This design comes from an exercise in tuning for small area on the open sky130 flow, not from production work.
In this exercise RTL edits were held to simulation tests only and were not proved equivalent to the original.
No activity file was given, so power comes from the tool's default toggle rates.

File: flow/config.mk
export PLATFORM = sky130hd
export DESIGN_NAME = regfile_mp
export DESIGN_NICKNAME = regfile_mp
export VERILOG_FILES = /design/flow/design.v
export SDC_FILE = /design/flow/constraint.sdc
export NUM_CORES = 4
export LEC_CHECK = 0
export CAP_MARGIN = 20
export CORE_MARGIN = 2
export CORE_UTILIZATION = 40
export SLEW_MARGIN = 20
File: flow/constraint.sdc
create_clock -name core_clock -period 6.5 [get_ports {clk}]
set_input_delay 1.3000 -clock core_clock [delete_from_list [all_inputs] [get_ports {clk}]]
set_output_delay 1.3000 -clock core_clock [all_outputs]
set_load 0.01 [all_outputs]
File: flow/design.v
package regfile_pkg;
  typedef enum logic [1:0] {
    RF_IDLE,
    RF_CLEAR,
    RF_DONE
  } rf_state_t;
  localparam int unsigned RF_DATA_W = 32;
  localparam int unsigned RF_ADDR_W = 5;
  function automatic int unsigned rf_depth(input int unsigned addrW);
    rf_depth = 32'd1 << addrW;
  endfunction
endpackage
import regfile_pkg::*;
module regfile_clear_fsm
#(
  parameter int unsigned ADDR_W = RF_ADDR_W
) (
  input  logic              clk,
  input  logic              rst,
  input  logic              clr_req,
  output logic              busy,
  output logic              clr_done,
  output logic              clr_we,
  output logic [ADDR_W-1:0] clr_ptr
);
  localparam logic [ADDR_W-1:0] LAST_IDX = '1;
  regfile_pkg::rf_state_t state;
  regfile_pkg::rf_state_t stateNext;
  logic [ADDR_W-1:0] ptr, ptrNext;
  always_ff @(posedge clk) begin
    if (rst) begin
      state <= RF_IDLE;
      ptr   <= '0;
    end else begin
      state <= stateNext;
      ptr   <= ptrNext;
    end
  end
  always_comb begin
    stateNext = state;
    ptrNext   = ptr;
    busy      = 1'b0;
    clr_done  = 1'b0;
    clr_we    = 1'b0;
    unique case (state)
      RF_IDLE: begin
        if (clr_req) begin
          stateNext = RF_CLEAR;
          ptrNext   = '0;
        end
      end
      RF_CLEAR: begin
        busy   = 1'b1;
        clr_we = 1'b1;
        if (ptr == LAST_IDX) begin
          stateNext = RF_DONE;
          ptrNext   = '0;
        end else begin
          ptrNext = ptr + 1'b1;
        end
      end
      RF_DONE: begin
        clr_done = 1'b1;
        if (clr_req) begin
          stateNext = RF_CLEAR;
          ptrNext   = '0;
        end else begin
          stateNext = RF_IDLE;
        end
      end
      default: stateNext = RF_IDLE;
    endcase
  end
  assign clr_ptr = ptr;
endmodule
import regfile_pkg::*;
module regfile_mp
#(
  parameter int unsigned DATA_W   = RF_DATA_W,
  parameter int unsigned ADDR_W   = RF_ADDR_W,
  parameter int unsigned NUM_RD   = 2,
  parameter int unsigned ZERO_REG = 1
) (
  input  logic                     clk,
  input  logic                     rst,
  input  logic [NUM_RD*ADDR_W-1:0] rd_addr,
  output logic [NUM_RD*DATA_W-1:0] rd_data,
  input  logic                     we,
  input  logic [ADDR_W-1:0]        wr_addr,
  input  logic [DATA_W-1:0]        wr_data,
  input  logic                     clr_req,
  output logic                     busy,
  output logic                     clr_done,
  input  logic [ADDR_W-1:0]        dbg_addr,
  output logic [DATA_W-1:0]        dbg_data
);
  localparam int unsigned DEPTH = regfile_pkg::rf_depth(ADDR_W);
  logic [DATA_W-1:0] regs [DEPTH];
  logic              busyInt;
  logic              clrWe;
  logic [ADDR_W-1:0] clrPtr;
  logic              wrZero;
  logic              wrEn;
  regfile_clear_fsm #(
    .ADDR_W(ADDR_W)
  ) uClear (
    .clk      (clk),
    .rst      (rst),
    .clr_req  (clr_req),
    .busy     (busyInt),
    .clr_done (clr_done),
    .clr_we   (clrWe),
    .clr_ptr  (clrPtr)
  );
  assign busy   = busyInt;
  assign wrZero = (ZERO_REG != 0) && (wr_addr == '0);
  assign wrEn   = we && !busyInt && !wrZero;
  always_ff @(posedge clk) begin
    if (rst) begin
      for (int unsigned i = 0; i < DEPTH; i++) begin
        regs[i] <= '0;
      end
    end else if (clrWe) begin
      regs[clrPtr] <= '0;
    end else if (wrEn) begin
      regs[wr_addr] <= wr_data;
    end
  end
  always_comb begin
    rd_data = '0;
    for (int unsigned k = 0; k < NUM_RD; k++) begin
      if ((ZERO_REG != 0) && (rd_addr[k*ADDR_W +: ADDR_W] == '0)) begin
        rd_data[k*DATA_W +: DATA_W] = '0;
      end else begin
        rd_data[k*DATA_W +: DATA_W] = regs[rd_addr[k*ADDR_W +: ADDR_W]];
      end
    end
  end
  assign dbg_data = regs[dbg_addr];
endmodule
File: flow/run.sh
#!/bin/bash
# synth_recipe.tcl (not shown) runs the flow's synth.tcl, then flattens the netlist and writes it again
# the make line also repeats each setting of config.mk as NAME=value (left out here)
make -C /OpenROAD-flow-scripts/flow DESIGN_CONFIG=/design/flow/config.mk WORK_HOME=/design/flow/orfs CLKGATE_MAP_FILE= SYNTH_SCRIPT=/design/flow/synth_recipe.tcl finish
==> results of run 1 <==
## final cells by class
cell class	count	area, µm²	share of cell area
diodes	5	12.5	0.000177
clock buffers	139	3050	0.0432
clock inverters	77	754	0.0107
inverters	8	35.0	0.000496
multi-input cells	2675	29600	0.420
flip-flops and latches	1031	30900	0.437
well taps	2044	2560	0.0362
repair buffers	370	3710	0.0525
## path summary, 6_finish.rpt
check	to	cells after the start
worst max-delay path	rd_data[33]	6
worst min-delay path	uClear.ptr[3]	2
worst max register to register	regs[11][21]	7
worst min register to register	uClear.ptr[3]	2
## critical path, stage by stage
cell	delay [ps]
buf_2	580
or2_2	270
or4_2	530
o21ai_0	310
a311oi_1	910
clkdlybuf4s50_1	730
## metal layers
| layer | global-route usage | wire length (µm) | share of wire |
|---|---|---|---|
| met1 | 0.419 | 89200 | 0.35 |
| met2 | 0.476 | 113000 | 0.44 |
| met3 | 0.0943 | 37300 | 0.15 |
| met4 | 0.184 | 16600 | 0.065 |
| met5 | 0 | 87 | 0.00034 |
## stage by stage
stage / hold slack [ps] / setup WS [ps]
6_report: 589 / 538
5_1_grt: 616 / 487
4_1_cts: 588 / 676
3_5_place_dp: 576 / 699
3_3_place_gp: 565 / 659
2_1_floorplan: 509 / -181
## power groups by stage
stage | sequential (mW) | combinational [mW] | clock [mW]
4_1_cts | 7.73 | 2.83 | 6.75
2_1_floorplan | 7.81 | 1.60 | 0
3_3_place_gp | 7.85 | 2.82 | 0
3_5_place_dp | 7.87 | 2.82 | 0
5_1_grt | 7.76 | 2.94 | 7.00
6_report | 7.74 | 2.91 | 6.75
## synthesized netlist by cell type, drive strengths merged, types with 2 or more instances
cell | count | area (µm²)
nor2b | 74 | 463
o21ai | 120 | 601
o31ai | 22 | 165
mux2 | 98 | 1100
nand2b | 5 | 31.3
edfxtp | 1024 | 30700
a211oi | 65 | 488
a21oi | 7 | 35.0
and3 | 5 | 31.3
ha | 2 | 25.0
a2111oi | 2 | 17.5
nor4 | 194 | 1210
nor2 | 238 | 893
inv | 7 | 26.3
nand2 | 102 | 383
nor3 | 581 | 2910
o2111ai | 18 | 158
a22oi | 67 | 503
mux2i | 131 | 1310
mux4 | 768 | 17300
clkbuf | 417 | 1570
a311oi | 64 | 561
dfxtp | 7 | 140
or3b | 2 | 17.5
nor4b | 2 | 17.5
a32oi | 2 | 17.5
and2 | 4 | 25.0
buf | 156 | 658
o41ai | 6 | 52.6
a221oi | 48 | 420
nand3 | 3 | 15.0
or4 | 3 | 22.5
or2 | 2 | 12.5
## logic make-up after synthesis
kind of cell | synth area share
simple gates | 0.0977
flops | 0.498
mux | 0.318
buf+inv | 0.0363
compound gates | 0.0495
fa+ha+maj | 0.000404
other cells | 0.0000605
## flip-flops by register name, summed over array words and instances (netlist names)
signal,count
uClear.ptr,5
uClear.state,2
regs,1024
==> run summary, run 1 <==
status finished clean; FMAX 0.168 GHz; sequential-to-total area share from yosys stat 0.498; HP Start uClear.ptr[3]; Int Pwr 12.6 mW; RSZ-0062 raised after global routing false; DR vias/cell roughly 7.4; Worst EP required roughly 5200 ps; CTS Hold Bufs 0; PD cells between 200 and 250 nW/µm²; Critical R2R Launch uClear.state[1]; gr ovfl total 0; floorplan core area roughly 150,000 µm²; # placed instances 6,128; wire per inst ~40 µm; ANT nets after route 0; CTS Root Cell clkbuf_16; minimum clock period a little under 6000 ps; I/O Pins 154; clock slew seen by the registers of the worst setup and hold paths around 60 ps; Syn Inst Count about 4,300; r2r setup slk about 2300 ps; Mapped Area about 62,000 µm²; Max-cap violations 0; Tot Pwr ~17 mW; most common cell after layout, fill and taps aside edfxtp_1; cell row count 144; # resized after CTS 0; crit path max fanout 17; crit path from rd_addr[9]; share of post-route cells with drive strength above 1 0.311; RD Place Congestion 0.903; top_reg_cell synth edfxtp_1; clock skew roughly 36 ps; Slew @ Worst Pin around 1300 ps; die area 158,000 µm²; Total GRT Usage 0.320; CP Data Arrival Time roughly 4700 ps; H-Tree Depth 3; total number of vias about 47,000; Post-Syn Area per Cell 14.6 µm²; Final Core Density 0.459; CTS tree done; critical path type input pin to output pin; fin. max-slew vios 0; VDD IR-drop max roughly 220 µV; drt total wl about 260,000 µm; Netlist cell types 44; Post-synth EDFFs slightly above 1,000; Nets roughly 4,300; Synth warnings 2; Fillers 13,400; clock latency (worst-skew pair) ~770 ps; Seq cells post-synth approximately 1,000; initial antenna violation count 8; switching power about 4.8 mW; # Post-CTS Setup Buffers 0; Final setup violation count 0; Final Hold Fails 0; Async S/R FF share, synth 0; width of the die 398 µm; CTS sink cnt between 1,000 and 1,500; crit path capture type output pin; DRC violations left 0; worst hold path type flop to flop; Worst Setup Start Kind input pin; Area after DPL roughly 67,000 µm²; commonest non-fill, non-tap cells in the layout edfxtp_1, mux4_2, nor3_1, nor2_1, nor4_1; sw frac 0.278; Slew Limit Headroom 0.161; first-pass GRT wire length ~360,000 µm; Non-Filler Instances around 6,300; clock power share 0.388; Finished Cell Area about 71,000 µm²; largest net degree at the start of global routing ~150; Final TNS setup 0 ps; Initial Util 0.403; vias in the first global route roughly 46,000; DR pass1 iterations 6; period utilization 0.917; die height 398 µm; PortBufs between 150 and 200; leakage approximately 22 nW; CTS buffer count approximately 120; Max clock buf depth 3; HPWL Detailed 148,000 µm; logic gate share of total power 0.167; sequential power share 0.445; Area Overhead vs Synth 14.0%; DRT iter0 DRCs slightly above 8,000
==> run 2: changes to the inputs <==
==> flow/design.v (replaced) <==
package regfile_pkg;
  typedef enum logic [1:0] {
    RF_IDLE,
    RF_CLEAR,
    RF_DONE
  } rf_state_t;
  localparam int unsigned RF_DATA_W = 32;
  localparam int unsigned RF_ADDR_W = 5;
  function automatic int unsigned rf_depth(input int unsigned addrW);
    rf_depth = 32'd1 << addrW;
  endfunction
endpackage
module regfile_aoi222 (
  input  logic [2:0] sel,
  input  logic [2:0] d,
  output logic       y_n
);
  assign y_n = ~|(sel & d);
endmodule
import regfile_pkg::*;
module regfile_mp
#(
  parameter int unsigned DATA_W   = RF_DATA_W,
  parameter int unsigned ADDR_W   = RF_ADDR_W,
  parameter int unsigned NUM_RD   = 2,
  parameter int unsigned ZERO_REG = 1
) (
  input  logic                     clk,
  input  logic                     rst,
  input  logic [NUM_RD*ADDR_W-1:0] rd_addr,
  output logic [NUM_RD*DATA_W-1:0] rd_data,
  input  logic                     we,
  input  logic [ADDR_W-1:0]        wr_addr,
  input  logic [DATA_W-1:0]        wr_data,
  input  logic                     clr_req,
  output logic                     busy,
  output logic                     clr_done,
  input  logic [ADDR_W-1:0]        dbg_addr,
  output logic [DATA_W-1:0]        dbg_data
);
  localparam int unsigned DEPTH  = regfile_pkg::rf_depth(ADDR_W);
  localparam int unsigned NPORT  = NUM_RD + 1;       
  localparam int unsigned NGRP   = (DEPTH - 1) / 3;  
  localparam int unsigned NTERM  = NGRP + 1;         
  regfile_pkg::rf_state_t state;
  logic [ADDR_W-1:0]      clrPtr;
  always_ff @(posedge clk) begin
    if (rst) begin
      state  <= RF_IDLE;
      clrPtr <= '0;
    end else begin
      unique case (state)
        RF_IDLE: begin
          if (clr_req) state <= RF_CLEAR;
          clrPtr <= '0;
        end
        RF_CLEAR: begin
          if (clrPtr == '1) state <= RF_DONE;
          clrPtr <= clrPtr + 1'b1;
        end
        RF_DONE: begin
          state  <= clr_req ? RF_CLEAR : RF_IDLE;
          clrPtr <= '0;
        end
        default: begin
          state  <= RF_IDLE;
          clrPtr <= '0;
        end
      endcase
    end
  end
  logic busyInt;
  assign busyInt  = (state == RF_CLEAR);
  assign busy     = busyInt;
  assign clr_done = (state == RF_DONE);
  logic [DEPTH-1:1]  valid;
  logic [DATA_W-1:0] data [DEPTH-1:1];
  logic [ADDR_W-1:0] portAddr [NPORT];
  logic [DEPTH-1:1]  sel      [NPORT];
  for (genvar k = 0; k < NUM_RD; k++) begin : gRdAddr
    assign portAddr[k] = rd_addr[k*ADDR_W +: ADDR_W];
  end
  assign portAddr[NUM_RD] = dbg_addr;
  for (genvar i = 1; i < DEPTH; i++) begin : gEntry
    logic wrHit;
    assign wrHit = we && !busyInt && (wr_addr == ADDR_W'(i));
    always_ff @(posedge clk) begin
      if (rst) begin
        valid[i] <= 1'b0;
      end else if (busyInt && (clrPtr == ADDR_W'(i))) begin
        valid[i] <= 1'b0;
      end else if (wrHit) begin
        valid[i] <= 1'b1;
      end
    end
    always_ff @(posedge clk) begin
      if (wrHit) begin
        data[i] <= wr_data;
      end
    end
    for (genvar k = 0; k < NPORT; k++) begin : gSel
      assign sel[k][i] = valid[i] && (portAddr[k] == ADDR_W'(i));
    end
  end
  logic [DATA_W-1:0] portData [NPORT];
  for (genvar k = 0; k < NPORT; k++) begin : gPort
    for (genvar b = 0; b < DATA_W; b++) begin : gBit
      logic [NTERM-1:0] termN;
      for (genvar g = 0; g < NGRP; g++) begin : gGrp
        regfile_aoi222 uAoi (
          .sel ({sel[k][3*g+3], sel[k][3*g+2], sel[k][3*g+1]}),
          .d   ({data[3*g+3][b], data[3*g+2][b], data[3*g+1][b]}),
          .y_n (termN[g])
        );
      end
      assign termN[NGRP] = ~(sel[k][DEPTH-1] & data[DEPTH-1][b]);
      assign portData[k][b] = ~&termN;
    end
  end
  for (genvar k = 0; k < NUM_RD; k++) begin : gRdOut
    assign rd_data[k*DATA_W +: DATA_W] = portData[k];
  end
  assign dbg_data = portData[NUM_RD];
endmodule
--- a/flow/config.mk
+++ b/flow/config.mk
@@ -10,2 +10,4 @@
 export CORE_UTILIZATION = 40
 export SLEW_MARGIN = 20
+export SYNTH_HIERARCHICAL = 1
+export SYNTH_MINIMUM_KEEP_SIZE = 0
==> run summary, run 2 <==
status finished clean; Final Hold Fails 0; Synth area leader edfxtp_1; clock slew seen by the registers of the worst setup and hold paths 60 ps; Max-cap violations 0; PortBufs ~150; Initial Util 0.405; Worst EP required 5200 ps; DRT iter0 DRCs between 10,000 and 15,000; Seq cells post-synth approximately 1,000; largest net degree at the start of global routing 39; Final setup violation count 0; Int Pwr around 11 mW; commonest non-fill, non-tap cells in the layout edfxtp_1, a222oi_1, nand4_1, clkdlybuf4s50_1, clkbuf_16; CTS Hold Bufs 0; top flop regs data: 992 flops, valid: 31 flops, clrPtr: 5 flops; Netlist cell types a little under 50; count leader, synth edfxtp_1; worst hold path type flop to flop; main combinational cell family by area after synthesis compound AO/OA/AOI/OAI gates; fin. max-slew vios 0; ANT nets after route 0; Simple-Gate Fraction of Synth Area 0.0649; Post-synth EDFFs 992; slowest CP cell and3_2; # resized after CTS 0; share of post-route cells with drive strength above 1 0.147; CTS Root Cell clkbuf_16; top_reg_cell synth edfxtp_1; CTS buffer count 110; minimum clock period about 6300 ps; leakage between 15 and 20 nW; Final TNS setup 0 ps; RD Place Congestion roughly 0.98; proportion of netlist area held by the largest area contributor 0.663; sw frac 0.214; DR pass1 iterations 17; Slew Limit Headroom 0.221; die height roughly 340 µm; mux share of post-synthesis cell area 0; cell row count around 120; most common cell after layout, fill and taps aside edfxtp_1; DR vias/cell ~8.4; Post-synth top cells edfxtp_1, a222oi_1, nand4_1; CP peak stage delay around 1100 ps; # Post-CTS Setup Buffers 0; wire per inst around 46 µm; Final Core Density 0.485; die area 115,000 µm²; Max clock buf depth 3; Reg with most FFs data; logic gate share of total power 0.023; CTS sink cnt 1,030; critical path type input pin to output pin; CTS tree done; switching power 2.96 mW; Total GRT Usage 0.354; floorplan core area around 110,000 µm²; Mapped Area 45,000 µm²; Fillers about 9,400; vias in the first global route 37,100; clock skew 29.7 ps; adder-cell share of the synthesized area 0.00167; Sequential cell area 30,500 µm²; max reg flops 992; FMAX between 0.15 and 0.2 GHz; Slew @ Worst Pin roughly 1200 ps; CP cell instances clkdlybuf4s50_1, nor3_1, and3_2, a222oi_1, nand4_1, a2111o_1, clkdlybuf4s50_1; drt total wl 214,000 µm; diode count 0; compound-gate portion of the synthesized area 0.248; Worst path top cell family by delay simple AND/OR/NAND/NOR gates; Synth warnings 11; sequential power share 0.532; initial antenna violation count 2; top cells by area, synth edfxtp_1, a222oi_1, nand4_1, a2111o_1, dfxtp_1; I/O Pins approximately 150; Nets around 3,200; CP Data Arrival Time 5040 ps; clock power share 0.445; area of the multi-input gates about 14,000 µm²; Area Overhead vs Synth 20.0%; DRC violations left 0; Post-Syn Area per Cell 16.6 µm²; RSZ-0062 raised after global routing false; Worst Setup Start Kind input pin; VDD IR-drop max just over 200 µV; PD cells between 200 and 300 nW/µm²; HPWL Detailed approximately 130,000 µm; period utilization 0.975; H-Tree Depth 3; Crit path top cell by count clkdlybuf4s50_1; crit path capture type output pin; clock latency (worst-skew pair) about 710 ps; Async S/R FF share, synth 0; crit path max fanout 30; first-pass GRT wire length slightly below 300,000 µm; post-synthesis xor/xnor area fraction 0.000390; WP buf/inv 2; width of the die 339 µm; sequential-to-total area share from yosys stat 0.679; total number of vias 39,300; gr ovfl total 0; Syn Inst Count roughly 2,700
-- run 2: cell families after synthesis --
kind of cell	Yosys count
buffers and inverters	46
DFF	1030
adders and majority gates	6
AOI/OAI and AO/OA	1116
and+or+nand+nor	504
xor gates and xnor gates	2
-- run 2: stage by stage --
| stage | power [mW] | instance area (µm²) | hold slack [ps] | std cells | setup WS (ps) |
|---|---|---|---|---|---|
| 6_report | 13.8 | 53900 | 514 | 4688 | 163 |
| 5_1_grt | 14.1 | 53900 | 535 | 4688 | 52.4 |
| 4_1_cts | 13.8 | 54000 | 512 | 4688 | 380 |
| 3_5_place_dp | 7.80 | 50600 | 499 | 4485 | 393 |
| 3_3_place_gp | 7.79 | 50600 | 493 | 4485 | 368 |
| 2_1_floorplan | 7.56 | 45000 | 459 | 2704 | 720 |
-- run 2: final cells by class --
| class | instances | share of cell area |
|---|---|---|
| well taps | 1488 | 0.0345 |
| inverters | 12 | 0.000835 |
| clock inverters | 62 | 0.0101 |
| clock buffers | 141 | 0.0540 |
| repair buffers | 327 | 0.0667 |
| multi-input cells | 1628 | 0.268 |
| flip-flops and latches | 1030 | 0.566 |
-- run 2: routing by layer --
layer,vias to the layer above,part of all wire,wire length [µm],global-route usage
met5,-,0.000084,18,0.000408
met4,4,0.081,17200,0.217
met3,865,0.17,36600,0.107
met2,4606,0.41,88500,0.515
met1,19000,0.33,71300,0.464
li1,14800,-,-,-
-- run 2: worst paths after layout --
| kind | depth (start not counted) | slack [ps] | endpoint | startpoint |
|---|---|---|---|---|
| worst max register to register | 5 | 3510 | data[8][22] | state[1] |
| worst min register to register | 2 | 510 | valid[12] | valid[12] |
| worst min-delay path | 2 | 510 | valid[12] | valid[12] |
| worst max-delay path | 7 | 160 | rd_data[41] | rd_addr[5] |
-- run 2: Yosys stat by module (local to each module, per instance) --
| module | times used | cells inside | area, µm² | flip-flops and latches |
|---|---|---|---|---|
| regfile_mp | 1 | 1744 | 35400 | 1030 |
| regfile_aoi222 | 960 | 1 | 10.0 | 0 |
-- run 2: worst reg2reg max path, delay by kind of cell (launching register included) --
| family | cells | cell delay, ps |
|---|---|---|
| buf+inv | 2 | 780 |
| flops | 1 | 440 |
| simple gates | 3 | 1420 |
-- run 2: power by group through the flow --
stage / combinational, mW / clock [mW] / sequential [mW]
5_1_grt: 0.329 / 6.45 / 7.35
2_1_floorplan: 0.0800 / 0 / 7.48
3_5_place_dp: 0.317 / 0 / 7.49
3_3_place_gp: 0.309 / 0 / 7.48
4_1_cts: 0.316 / 6.18 / 7.35
6_report: 0.320 / 6.15 / 7.35
==> run 3: changes to the inputs <==
==> flow/flow/run.sh (new file) <==
#!/bin/bash
# Layout flow: the standard ORFS flow, with two changes:
#  - ports are buffered with a small plain buffer instead of ORFS's default pick;
#  - the clock tree uses smaller buffers and no dummy loads.
set -euo pipefail
bash standard.sh \
  BUFFER_PORTS_ARGS="-buffer_cell sky130_fd_sc_hd__buf_2" \
  CTS_ARGS="-sink_clustering_enable -repair_clock_nets -dont_use_dummy_load -buf_list sky130_fd_sc_hd__clkbuf_4 sky130_fd_sc_hd__clkbuf_8 -sink_clustering_size 20 -sink_clustering_max_diameter 60" \
  finish > standard_flow.log 2>&1
==> flow/standard.sh (new file) <==
#!/bin/bash
# synth_recipe.tcl (not shown) runs the flow's synth.tcl, then flattens the netlist and writes it again
# the make line also repeats each setting of config.mk as NAME=value (left out here)
make -C /OpenROAD-flow-scripts/flow DESIGN_CONFIG=/design/flow/config.mk WORK_HOME=/design/flow/orfs CLKGATE_MAP_FILE= SYNTH_SCRIPT=/design/flow/synth_recipe.tcl "${@:-finish}"
--- a/flow/config.mk
+++ b/flow/config.mk
@@ -8,5 +8,6 @@
 export CAP_MARGIN = 20
 export CORE_MARGIN = 2
-export CORE_UTILIZATION = 40
+export CORE_UTILIZATION = 35
+export PLACE_DENSITY = 0.5
 export SLEW_MARGIN = 20
 export SYNTH_HIERARCHICAL = 1
removed: flow/run.sh
==> run summary, run 3 <==
Area after DPL around 50,000 µm²; I/O Pins 154; adder-cell share of the synthesized area 0.00167; RD Place Congestion about 1; proportion of netlist area held by the largest area contributor 0.663; HPWL Detailed 136,000 µm; error msg [ERROR STA-0564] clock_tree_synthesis positional arguments not supported.; top cells by area, synth edfxtp_1, a222oi_1, nand4_1, a2111o_1, dfxtp_1; main combinational cell family by area after synthesis compound AO/OA/AOI/OAI gates; Post-Syn Area per Cell between 15 and 20 µm²; top_reg_cell synth edfxtp_1; Seq cells post-synth about 1,000; cell row count 131; mux share of post-synthesis cell area 0; Post-synth top cells edfxtp_1, a222oi_1, nand4_1; width of the die between 300 and 400 µm; compound-gate portion of the synthesized area 0.248; Simple-Gate Fraction of Synth Area 0.0649; post-synthesis xor/xnor area fraction 0.000390; Mapped Area 45,000 µm²; status stopped before the end; Netlist cell types between 40 and 50; pre-CTS setup slack about 1000 ps; Synth warnings 11; PortBufs between 150 and 200; # placed instances approximately 4,600; Synth area leader edfxtp_1; sequential-to-total area share from yosys stat 0.679; die height between 300 and 400 µm; Halt Stage clock tree synthesis (4_1_cts); Syn Inst Count around 2,700; Initial Util 0.353; Async S/R FF share, synth 0; Post-synth EDFFs between 900 and 1,000; count leader, synth edfxtp_1
-- run 3: cell counts after synthesis --
No cell type changed its count.
-- run 3: how the worst max path moves through the flow --
stage                      startpoint          end  cells past startpoint
after floorplan           dbg_addr[4]  dbg_data[0]                      6
after global placement     rd_addr[7]  rd_data[48]                      9
after detailed placement   rd_addr[7]  rd_data[48]                      9
-- run 3: logic make-up after synthesis --
group / Yosys count
adder cells (fa/ha/maj): 6
buffers and inverters: 46
flip-flops: 1030
AO/OA/AOI/OAI: 1116
AND/OR/NAND/NOR: 504
XOR/XNOR: 2
-- run 3: Yosys stat by module, one instance, submodules excluded --
| module | times used | cells inside | area [µm²] | flip-flops and latches |
|---|---|---|---|---|
| regfile_mp | 1 | 1744 | 35400 | 1030 |
| regfile_aoi222 | 960 | 1 | 10.0 | 0 |
-- run 3: stage by stage --
step / power (mW) / hold WS (ps)
global placement: 7.76 / 486
detailed placement: 7.77 / 496
floorplan: 7.56 / 459
-- run 3: power groups by stage --
stage | clock network [mW] | registers (mW) | logic [mW]
2_1_floorplan | 0 | 7.48 | 0.0800
3_3_place_gp | 0 | 7.48 | 0.276
3_5_place_dp | 0 | 7.48 | 0.283
==> run 4: changes to the inputs <==
==> flow/flow/run.sh (replaced) <==
#!/bin/bash
# Layout flow: the standard ORFS flow, with two changes:
#  - ports are buffered with a small plain buffer instead of ORFS's default pick;
#  - the clock tree uses smaller buffers and no dummy loads.
set -euo pipefail
bash standard.sh \
  BUFFER_PORTS_ARGS="-buffer_cell sky130_fd_sc_hd__buf_2" \
  CTS_ARGS="-sink_clustering_enable -repair_clock_nets -dont_use_dummy_load -buf_list {sky130_fd_sc_hd__clkbuf_4 sky130_fd_sc_hd__clkbuf_8} -sink_clustering_size 20 -sink_clustering_max_diameter 60" \
  finish > standard_flow.log 2>&1
==> run summary, run 4 <==
Sequential cell area between 30,000 and 40,000 µm²; DR pass1 iterations 15; VDD IR-drop max 146 µV; RD Place Congestion 0.976; Worst path top cell family by delay simple AND/OR/NAND/NOR gates; most common cell after layout, fill and taps aside edfxtp_1; top_reg_cell synth edfxtp_1; Tot Pwr around 11 mW; Async S/R FF share, synth 0; Reg with most FFs data; CTS sink cnt between 1,000 and 1,500; CTS Hold Bufs 0; Max clock buf depth 3; top flop regs data: 992 flops, valid: 31 flops, clrPtr: 5 flops; max reg flops 992; commonest non-fill, non-tap cells in the layout edfxtp_1, a222oi_1, nand4_1, buf_2, buf_4; Initial Util 0.353; Synth area leader edfxtp_1; Mapped Area 45,000 µm²; Worst EP required about 5200 ps; # resized after CTS 0; Synth warnings 11; # Post-CTS Setup Buffers 0; I/O Pins ~150; CP cell instances buf_2, nor2b_1, and3_2, a222oi_1, nand4_1, a2111o_1, buf_2; crit path capture type output pin; Fillers about 12,000; Crit path top cell by count buf_2; clock latency (worst-skew pair) between 800 and 900 ps; mux share of post-synthesis cell area 0; CTS Root Cell clkbuf_8; sequential-to-total area share from yosys stat 0.679; initial antenna violation count 15; first-pass GRT wire length 300,000 µm; DRT iter0 DRCs about 12,000; RSZ-0062 raised after global routing false; critical path type input pin to output pin; drt total wl 221,000 µm; hold slack a little over 500 ps; Final setup violation count 0; Nets ~3,100; r2r setup slk 3520 ps; PD cells 221 nW/µm²; minimum clock period about 5600 ps; fin. max-slew vios 0; proportion of netlist area held by the largest area contributor 0.663; status finished clean; Total GRT Usage 0.324; CP Data Arrival Time about 4300 ps; Slew Limit Headroom 0.141; vias in the first global route approximately 37,000; DR vias/cell between 8 and 9; die height ~360 µm; Simple-Gate Fraction of Synth Area 0.0649; worst hold path type flop to flop; CP peak stage delay between 1000 and 1500 ps; slowest CP cell and3_2; DRC violations left 0; leakage between 15 and 20 nW; WP buf/inv 2; Seq cells post-synth ~1,000; ANT nets after route 0; clock slew seen by the registers of the worst setup and hold paths 60 ps; CTS tree done; Area Overhead vs Synth 12.2%; wire per inst 46.7 µm; compound-gate portion of the synthesized area 0.248; main combinational cell family by area after synthesis compound AO/OA/AOI/OAI gates; PortBufs 153; Netlist cell types 49; Post-synth top cells edfxtp_1, a222oi_1, nand4_1; top cells by area, synth edfxtp_1, a222oi_1, nand4_1, a2111o_1, dfxtp_1; Post-synth EDFFs just under 1,000; share of post-route cells with drive strength above 1 0.172; gr ovfl total 0; crit path max fanout 26; H-Tree Depth 3; period utilization 0.868; area of the multi-input gates roughly 14,000 µm²; Final TNS setup 0 ps; Syn Inst Count roughly 2,700; Worst Setup Start Kind input pin; largest net degree at the start of global routing 39; HPWL Detailed between 100,000 and 150,000 µm; clock skew between 100 and 150 ps; post-synthesis xor/xnor area fraction 0.000390; Slew @ Worst Pin 1290 ps; cell row count 131; count leader, synth edfxtp_1; floorplan core area 128,000 µm²; FMAX around 0.18 GHz; Max-cap violations 0; die area approximately 130,000 µm²; CTS buffer count between 90 and 100; Final Hold Fails 0; total number of vias ~39,000; adder-cell share of the synthesized area 0.00167; Post-Syn Area per Cell 16.6 µm²; width of the die approximately 360 µm
==> run 4: layout make-up <==
cell class / count / area share
diodes: 12 / 0.000595
repair buffers: 298 / 0.0392
flip-flops and latches: 1030 / 0.605
clock buffers: 98 / 0.0267
inverters: 12 / 0.000893
multi-input cells: 1628 / 0.286
well taps: 1662 / 0.0412
==> run 4: logic make-up after synthesis <==
family,Yosys count
compound gates,1116
xor+xnor,2
fa+ha+maj,6
buf+inv,46
flops,1030
simple gates,504
==> run 4: layer usage <==
| layer | GRT usage | part of all wire |
|---|---|---|
| met1 | 0.424 | 0.35 |
| met2 | 0.479 | 0.42 |
| met3 | 0.0960 | 0.16 |
| met5 | 0.00185 | 0.00032 |
| met4 | 0.180 | 0.071 |
==> run 4: report_power, final <==
part	total, mW	switching [mW]	internal, mW
Clock	3.54	2.21	1.33
Combinational	0.289	0.243	0.0466
Sequential	7.34	0.0283	7.31
Total	11.2	2.48	8.69
==> run 4: path summary, 6_finish.rpt <==
path / start / to / depth (start not counted)
max: rd_addr[3] / rd_data[11] / 7
max reg2reg: state[1] / data[24][20] / 5
min reg2reg: valid[3] / valid[3] / 1
min: valid[3] / valid[3] / 1
==> run 4: per-module statistics from Yosys, one instance, submodules excluded <==
| module | cell area (µm²) | flip-flops and latches |
|---|---|---|
| regfile_aoi222 | 10.0 | 0 |
| regfile_mp | 35400 | 1030 |
==> run 4: metrics by stage <==
stage | utilization | cells | instance area [µm²] | setup slack (ps)
after floorplan | - | 2704 | 45000 | 720
after global placement | 0.385 | 4630 | 49100 | 1100
after detailed placement | 0.385 | 4630 | 49100 | 1030
after CTS | 0.396 | 4728 | 50400 | 1020
after global routing | 0.396 | 4736 | 50500 | 939
final | 0.396 | 4740 | 50500 | 861
==> run 5: changes to the inputs <==
==> flow/flow/run.sh (replaced) <==
#!/bin/bash
# Layout flow: the standard ORFS flow, with two changes:
#  - ports are buffered with a small plain buffer instead of ORFS's default pick;
#  - the clock tree uses smaller buffers and no dummy loads.
set -euo pipefail
bash standard.sh \
  BUFFER_PORTS_ARGS="-buffer_cell sky130_fd_sc_hd__buf_2" \
  CTS_ARGS="-sink_clustering_enable -repair_clock_nets -dont_use_dummy_load -buf_list {sky130_fd_sc_hd__clkbuf_8 sky130_fd_sc_hd__clkbuf_16} -sink_clustering_size 30 -sink_clustering_max_diameter 80" \
  finish > standard_flow.log 2>&1
--- a/flow/config.mk
+++ b/flow/config.mk
@@ -6,9 +6,9 @@
 export NUM_CORES = 4
 export LEC_CHECK = 0
-export CAP_MARGIN = 20
+export CAP_MARGIN = 0
 export CORE_MARGIN = 2
 export CORE_UTILIZATION = 35
 export PLACE_DENSITY = 0.5
-export SLEW_MARGIN = 20
+export SLEW_MARGIN = 0
 export SYNTH_HIERARCHICAL = 1
 export SYNTH_MINIMUM_KEEP_SIZE = 0
==> run summary, run 5 <==
status finished clean; Nets roughly 3,100; crit path from rd_addr[8]; Post-synth EDFFs approximately 990; Synth warnings 11; crit path capture type output pin; most common cell after layout, fill and taps aside edfxtp_1; Syn Inst Count 2,704; PortBufs 153; Int Pwr 8.80 mW; Fillers 11,600; Slew @ Worst Pin around 1300 ps; DR vias/cell around 8.2; Slew Limit Headroom 0.159; DRT iter0 DRCs about 12,000; commonest non-fill, non-tap cells in the layout edfxtp_1, a222oi_1, nand4_1, buf_2, buf_4; Reg with most FFs data; sequential-to-total area share from yosys stat 0.679; Worst Setup Start Kind input pin; total number of vias 38,700; I/O Pins approximately 150; WP buf/inv 2; VDD IR-drop max 195 µV; Mapped Area 45,000 µm²; vias in the first global route between 30,000 and 40,000; Finished Cell Area 50,400 µm²; cell row count 131; CTS tree done; Netlist cell types around 50; CP cell instances buf_2, nor2b_1, nor2b_1, and3_2, a222oi_1, nand4_1, a2111o_1, buf_2; r2r setup slk roughly 3500 ps; PD cells roughly 220 nW/µm²; FF-to-FF End data[24][25]; Max clock buf depth 3; crit path capture rd_data[43]; clock skew between 60 and 70 ps; width of the die between 300 and 400 µm; CTS sink cnt approximately 1,000; CP peak stage delay approximately 900 ps; RSZ-0062 raised after global routing false; DR pass1 iterations 15; drt total wl 220,000 µm; floorplan core area around 130,000 µm²; minimum clock period about 5600 ps; first-pass GRT wire length just under 300,000 µm; period utilization 0.869; Seq cells post-synth a little over 1,000; Post-synth top cells edfxtp_1, a222oi_1, nand4_1; CP Data Arrival Time around 4400 ps; Final TNS setup 0 ps; Max-cap violations 0; CTS Hold Bufs 0; die height 362 µm; max reg flops roughly 1,000; Final setup violation count 0; initial antenna violation count 14; switching power approximately 2.4 mW; ANT nets after route 0; H-Tree Depth 2; Total GRT Usage 0.321; proportion of netlist area held by the largest area contributor 0.663; Worst R2R Path Depth 5; CTS Root Cell clkbuf_16; Tot Pwr approximately 11 mW; share of post-route cells with drive strength above 1 0.160; CTS buffer count 53; slowest CP cell and3_2; gr ovfl total 0; Synth area leader edfxtp_1; leakage around 16 nW; # Post-CTS Setup Buffers 0; Crit path depth 8; clock latency (worst-skew pair) roughly 700 ps; crit path max fanout 26; worst hold path type flop to flop; top cells by area, synth edfxtp_1, a222oi_1, nand4_1, a2111o_1, dfxtp_1; DRC violations left 0; Area after DPL between 40,000 and 50,000 µm²; Worst path top cell family by delay simple AND/OR/NAND/NOR gates; HPWL Detailed roughly 140,000 µm; sw frac 0.213; die area 131,000 µm²; Initial Util 0.353; wire per inst 47.0 µm; largest net degree at the start of global routing 39; fin. max-slew vios 0; logic gate share of total power 0.026; Final Hold Fails 0; FMAX around 0.18 GHz; top_reg_cell synth edfxtp_1; count leader, synth edfxtp_1; Critical R2R Launch state[1]; # resized after CTS 0; sequential power share 0.656; critical path type input pin to output pin; Area Overhead vs Synth 12.1%; clock power share 0.319; RD Place Congestion between 0.9 and 1; Post-Syn Area per Cell 16.6 µm²; Worst EP required about 5200 ps; top flop regs data: 992 flops, valid: 31 flops, clrPtr: 5 flops; clock slew seen by the registers of the worst setup and hold paths 100 ps; Async S/R FF share, synth 0
==> run 5: final cells by class <==
type | count | area (µm²) | area share
Sequential cell | 1030 | 30500 | 0.606
Multi-Input combinational cell | 1628 | 14400 | 0.286
Tap cell | 1662 | 2080 | 0.0412
Timing Repair Buffer | 298 | 1980 | 0.0393
Clock buffer | 53 | 1330 | 0.0263
Inverter | 12 | 45.0 | 0.000893
Antenna cell | 4 | 10.0 | 0.000199
==> run 5: cell families after synthesis <==
group                    after synthesis  share of synthesized area
adder cells (fa/ha/maj)                6                    0.00167
XOR/XNOR                               2                   0.000390
buffers and inverters                 46                    0.00607
AND/OR/NAND/NOR                      504                     0.0649
AO/OA/AOI/OAI                       1116                      0.248
flip-flops                          1030                      0.679
==> run 5: how the worst min path moves through the flow <==
stage                     startpoint        to  cells after the start
final                       valid[3]  valid[3]                      1
after global routing        valid[7]  valid[7]                      1
after CTS                   valid[3]  valid[3]                      1
after detailed placement    valid[3]  valid[3]                      1
after global placement      valid[3]  valid[3]                      1
after floorplan             valid[6]  valid[6]                      2
==> run 5: modules after synthesis (local to each module, per instance) <==
module | cell area (µm²) | cells | times used | flip-flops and latches
regfile_mp | 35400 | 1744 | 1 | 1030
regfile_aoi222 | 10.0 | 1 | 960 | 0
==> run 5: through the flow <==
stage,instances,hold WS [ps],setup WS [ps],utilization
2_1_floorplan,2704,459,720,-
3_3_place_gp,4630,486,1100,0.385
3_5_place_dp,4630,496,1030,0.385
4_1_cts,4683,520,1020,0.395
5_1_grt,4686,544,912,0.395
6_report,4687,528,851,0.395
==> run 5: routing by layer <==
layer	wire, µm	track usage
met4	15200	0.174
met5	29	0.00185
met1	76800	0.421
met2	94100	0.484
met3	34000	0.0855
==> run 5: power by group through the flow <==
stage | clock network [mW] | logic [mW] | registers [mW]
5_1_grt | 3.81 | 0.300 | 7.34
4_1_cts | 3.60 | 0.282 | 7.33
6_report | 3.57 | 0.289 | 7.34
3_5_place_dp | 0 | 0.283 | 7.48
2_1_floorplan | 0 | 0.0800 | 7.48
3_3_place_gp | 0 | 0.276 | 7.48

==> static timing again, ports no longer ideal <==
The results above use ideal ports. As a check the final layouts listed here were re-extracted and re-timed, cells and wires unchanged. Step 1 sets driving cells, clkbuf_16 on the clock port and buf_2 on the other inputs (assumed; they add their load-dependent delay and slew). Step 2 times the ports against the registers' clock, not the clock port: input delays grow and output delays shrink by t, the midpoint of the rising clock arrivals with the driver on. a / b / c = ideal ports / drivers / drivers and shift; a / b = the first two.
| run | t, ns | slack for setup (ns) | worst setup path at the end | slew at the worst register clock pin (ns) | worst slew at a driven data input, ns |
|---|---|---|---|---|---|
| run 1 | 0.832 | 0.538 / 0.458 / 0.458 | input to output | 0.07 / 0.07 | 0.17 |
| run 2 | 0.778 | 0.163 / 0.127 / 0.127 | input to output | 0.07 / 0.07 | 0.11 |
| run 4 | 0.910 | 0.861 / 0.808 / 0.808 | input to output | 0.12 / 0.12 | 0.13 |
| run 5 | 0.766 | 0.851 / 0.798 / 0.798 | input to output | 0.12 / 0.12 | 0.12 |
After both steps every run listed still meets setup and hold. The setup slack of run 1, which loses most, moves by -0.080 ns with the drivers and by -0.080 ns with both steps.
